This design comes from an exercise in tuning for small area, a short achievable clock period and few clock cycles per item on the open sky130 flow, not from production work.
Function was checked by simulation only, so behaviour that the tests miss may differ from the original.
Power is estimated from default activity; no workload was simulated.

## before
Design apply_front, start of the top module:
module apply_front (
	input logic clk,
	input logic reset,
	input logic in_valid,
	output logic in_ready,
	input logic [3-1:0] in_id,
	input logic in_negate,
	input logic [1:0] in_op,
	input logic [16-1:0] in_f,
	input logic [16-1:0] in_g,
	output logic var_req_valid,
	input logic var_req_ready,
	output logic [16-2:0] var_req_node,
	input logic var_resp_valid,
	input logic [8-1:0] var_resp_var,
	input logic cfg_write,
	input logic [8-1:0] cfg_address,
	input logic [32-1:0] cfg_wdata,
	output logic out_valid,
	input logic out_ready,
	output logic [3-1:0] out_id,
	output logic out_negate,
	output logic [1:0] out_op,
	output logic [16-1:0] out_f,
	output logic [16-1:0] out_g,
	output logic out_hit,
	output logic [16-1:0] out_result,
	output logic [8-1:0] out_top,
	output logic out_fetch_f,
	output logic out_fetch_g,
	output logic out_quantify
);
Size: roughly 1400 cells after synthesis, roughly 180 I/O pins, about 25000 µm² of cells after synthesis.
Settings: LEC_CHECK=0, CAP_MARGIN=20, CORE_MARGIN=2, CORE_UTILIZATION=40, CTS_BUF_LIST=sky130_fd_sc_hd__clkbuf_8, CTS_CLUSTER_DIAMETER=60, CTS_CLUSTER_SIZE=16, SETUP_SLACK_MARGIN=3.15, SLEW_MARGIN=20; clock period 5.5 ns.
standard.sh (not shown) runs the stock make flow with config.mk's settings and CLKGATE_MAP_FILE= SYNTH_SCRIPT=/design/flow/synth_recipe.tcl, a recipe that flattens the netlist after the stock synthesis.
==> flow/flow/run.sh <==
#!/bin/bash
# Layout flow: the standard flow, with plain buf_2 cells as the port
# buffers instead of the default choice. Everything else is unchanged.
set -euo pipefail
export BUFFER_PORTS_ARGS="-buffer_cell sky130_fd_sc_hd__buf_2"
bash standard.sh > standard_flow.log 2>&1
Testbench counts of before, summed over its fixed seeds: cycles 9,328, items 4,000.
Relative to before, the following input files were edited for after:
Settings: CORE_UTILIZATION changed from 40 to 60.
==> flow/run.sh (new file) <==
#!/bin/bash
# synth_recipe.tcl (not shown) runs the flow's synth.tcl, then flattens the netlist and writes it again
# the make line also repeats each setting of config.mk as NAME=value (left out here)
make -C /OpenROAD-flow-scripts/flow DESIGN_CONFIG=/design/flow/config.mk WORK_HOME=/design/flow/orfs CLKGATE_MAP_FILE= SYNTH_SCRIPT=/design/flow/synth_recipe.tcl finish
removed: flow/flow/run.sh
removed: flow/standard.sh
[summary]
- after ended up with met5 as its highest routing layer actually used; before ended up with met4.
- Summary of after over before: met2 track demand over resource picked up an extra 14 points; row count dropped 17; data arrival at the endpoint of the critical path rose by 1.34 ns; clock group share of total power fell 0.9 points.
- On die area, after does better than before.
- after went all the way through the flow, and no timing, DRC or antenna check failed.
- after and before ended up with roughly the same total power of the final layout.
- Relative to before, the starting density of the core of after is higher by 20 points.
- Relative to before, after improves total wire length after detailed routing.

* * *

apply_front, a different RTL version from the one above (not shown whole).
## apply_front
module apply_front (
	input logic clk,
	input logic reset,
	input logic in_valid,
	output logic in_ready,
	input logic [3-1:0] in_id,
	input logic in_negate,
	input logic [1:0] in_op,
	input logic [16-1:0] in_f,
	input logic [16-1:0] in_g,
	output logic var_req_valid,
	input logic var_req_ready,
	output logic [16-2:0] var_req_node,
	input logic var_resp_valid,
	input logic [8-1:0] var_resp_var,
	input logic cfg_write,
	input logic [8-1:0] cfg_address,
	input logic [32-1:0] cfg_wdata,
	output logic out_valid,
	input logic out_ready,
	output logic [3-1:0] out_id,
	output logic out_negate,
	output logic [1:0] out_op,
	output logic [16-1:0] out_f,
	output logic [16-1:0] out_g,
	output logic out_hit,
	output logic [16-1:0] out_result,
	output logic [8-1:0] out_top,
	output logic out_fetch_f,
	output logic out_fetch_g,
	output logic out_quantify
);
	logic hit;
	logic [1:0] rsel;
	logic swap;
	logic need_f;
	logic need_g;
	logic shared;
	logic [8-1:0] qvar;
	logic qbit;
	terminal_check terminal_check_i (
		.op(in_op), .f(in_f), .g(in_g),
		.hit(hit), .rsel(rsel), .swap(swap),
		.need_f(need_f), .need_g(need_g), .shared(shared)
	);
	var_fetch_ctrl var_fetch_ctrl_i (
		.clk(clk), .reset(reset),
		.in_valid(in_valid), .in_ready(in_ready),
  ...
export LEC_CHECK = 0
export CAP_MARGIN = 20
export CORE_MARGIN = 2
export CORE_UTILIZATION = 40
export CTS_BUF_LIST = sky130_fd_sc_hd__clkbuf_16
export CTS_CLUSTER_DIAMETER = 80
export CTS_CLUSTER_SIZE = 24
export SETUP_SLACK_MARGIN = 3.15
export SLEW_MARGIN = 20
create_clock -name core_clock -period 5.5 [get_ports {clk}]
run.sh (not shown) runs the stock make flow with config.mk's settings and CLKGATE_MAP_FILE= SYNTH_SCRIPT=/design/flow/synth_recipe.tcl, a recipe that flattens the netlist after the stock synthesis.
Stock flow here: none of the scripts above is used.
Testbench counts at the start, summed over its fixed seeds: cycles 9,328, items 4,000.
Change:
==> flow/flow/run.sh (new file) <==
#!/bin/bash
# Layout flow: the standard flow, with plain buf_1 cells as the port
# buffers instead of the default choice. Everything else is unchanged.
set -euo pipefail
export BUFFER_PORTS_ARGS="-buffer_cell sky130_fd_sc_hd__buf_1"
bash standard.sh > standard_flow.log 2>&1
==> flow/standard.sh (new file) <==
#!/bin/bash
# synth_recipe.tcl (not shown) runs the flow's synth.tcl, then flattens the netlist and writes it again
# the make line also repeats each setting of config.mk as NAME=value (left out here)
make -C /OpenROAD-flow-scripts/flow DESIGN_CONFIG=/design/flow/config.mk WORK_HOME=/design/flow/orfs CLKGATE_MAP_FILE= SYNTH_SCRIPT=/design/flow/synth_recipe.tcl "${@:-finish}"
CTS_BUF_LIST = sky130_fd_sc_hd__clkbuf_8   (was sky130_fd_sc_hd__clkbuf_16)
CTS_CLUSTER_DIAMETER = default   (was 80)
CTS_CLUSTER_SIZE = default   (was 24)
removed: flow/run.sh
=> The changed run passed the timing, DRC and antenna checks; register-to-register slack gains 0.07 ns; combinational power came out lower by roughly a tenth; total power went up by a few percent; wire length fell by a few percent; synthesized area is unchanged; clock skew grows by 0.0081 ns; global-route usage is lower by 0.48 points; non-clock buffer count falls by 46.
Change:
==> flow/run.sh (new file) <==
#!/bin/bash
# synth_recipe.tcl (not shown) runs the flow's synth.tcl, then flattens the netlist and writes it again
# the make line also repeats each setting of config.mk as NAME=value (left out here)
make -C /OpenROAD-flow-scripts/flow DESIGN_CONFIG=/design/flow/config.mk WORK_HOME=/design/flow/orfs CLKGATE_MAP_FILE= SYNTH_SCRIPT=/design/flow/synth_recipe.tcl finish
removed: flow/flow/run.sh
removed: flow/standard.sh
Combinational power came out lower by a few percent.
Worst hold slack barely changes.
Count of clock-buffer cells in the layout shrinks by 5.
Synthesized area does not change.
Design area is higher slightly.
Sequential power hardly moves.
Power stays flat.
Core utilization rises by 0.71 points.

==> afterwards: timing with drivers on the ports <==
How much do the figures lean on ideal ports? The routed layouts below were timed once more, with nothing changed but the port constraints.
Step 1: set_driving_cell puts a clkbuf_16 on clk and a buf_2 on each other input, an assumption about the parent block.
Step 2 moves the port delays by t, midway between the first and last clock arrival at a register: inputs arrive t later, outputs are due t later. That takes back most of the time a late clock gives input paths.
Slacks: ideal / step 1 / step 2; pairs: ideal / step 1.
run	shift t [ns]	setup WS [ns]	clock arrival spread, ns	worst slew at a driven data input, ns	cell pins on the clock port's net
before	0.718	3.055 / 2.997 / 2.429	0.061 / 0.061	0.09	1
after	0.690	3.125 / 3.074 / 2.422	0.030 / 0.031	0.15	1
the first run of note 2	0.643	2.998 / 2.976 / 2.333	0.038 / 0.037	0.23	1
the second run of note 2	0.779	3.061 / 2.998 / 2.252	0.054 / 0.054	0.16	1
the third run of note 2	0.760	3.060 / 2.999 / 2.302	0.047 / 0.047	0.16	1
After both steps every run listed still meets setup and hold. For the second run of note 2, which loses most, drivers alone change the setup slack by -0.063 ns; drivers and shift together by -0.809 ns.
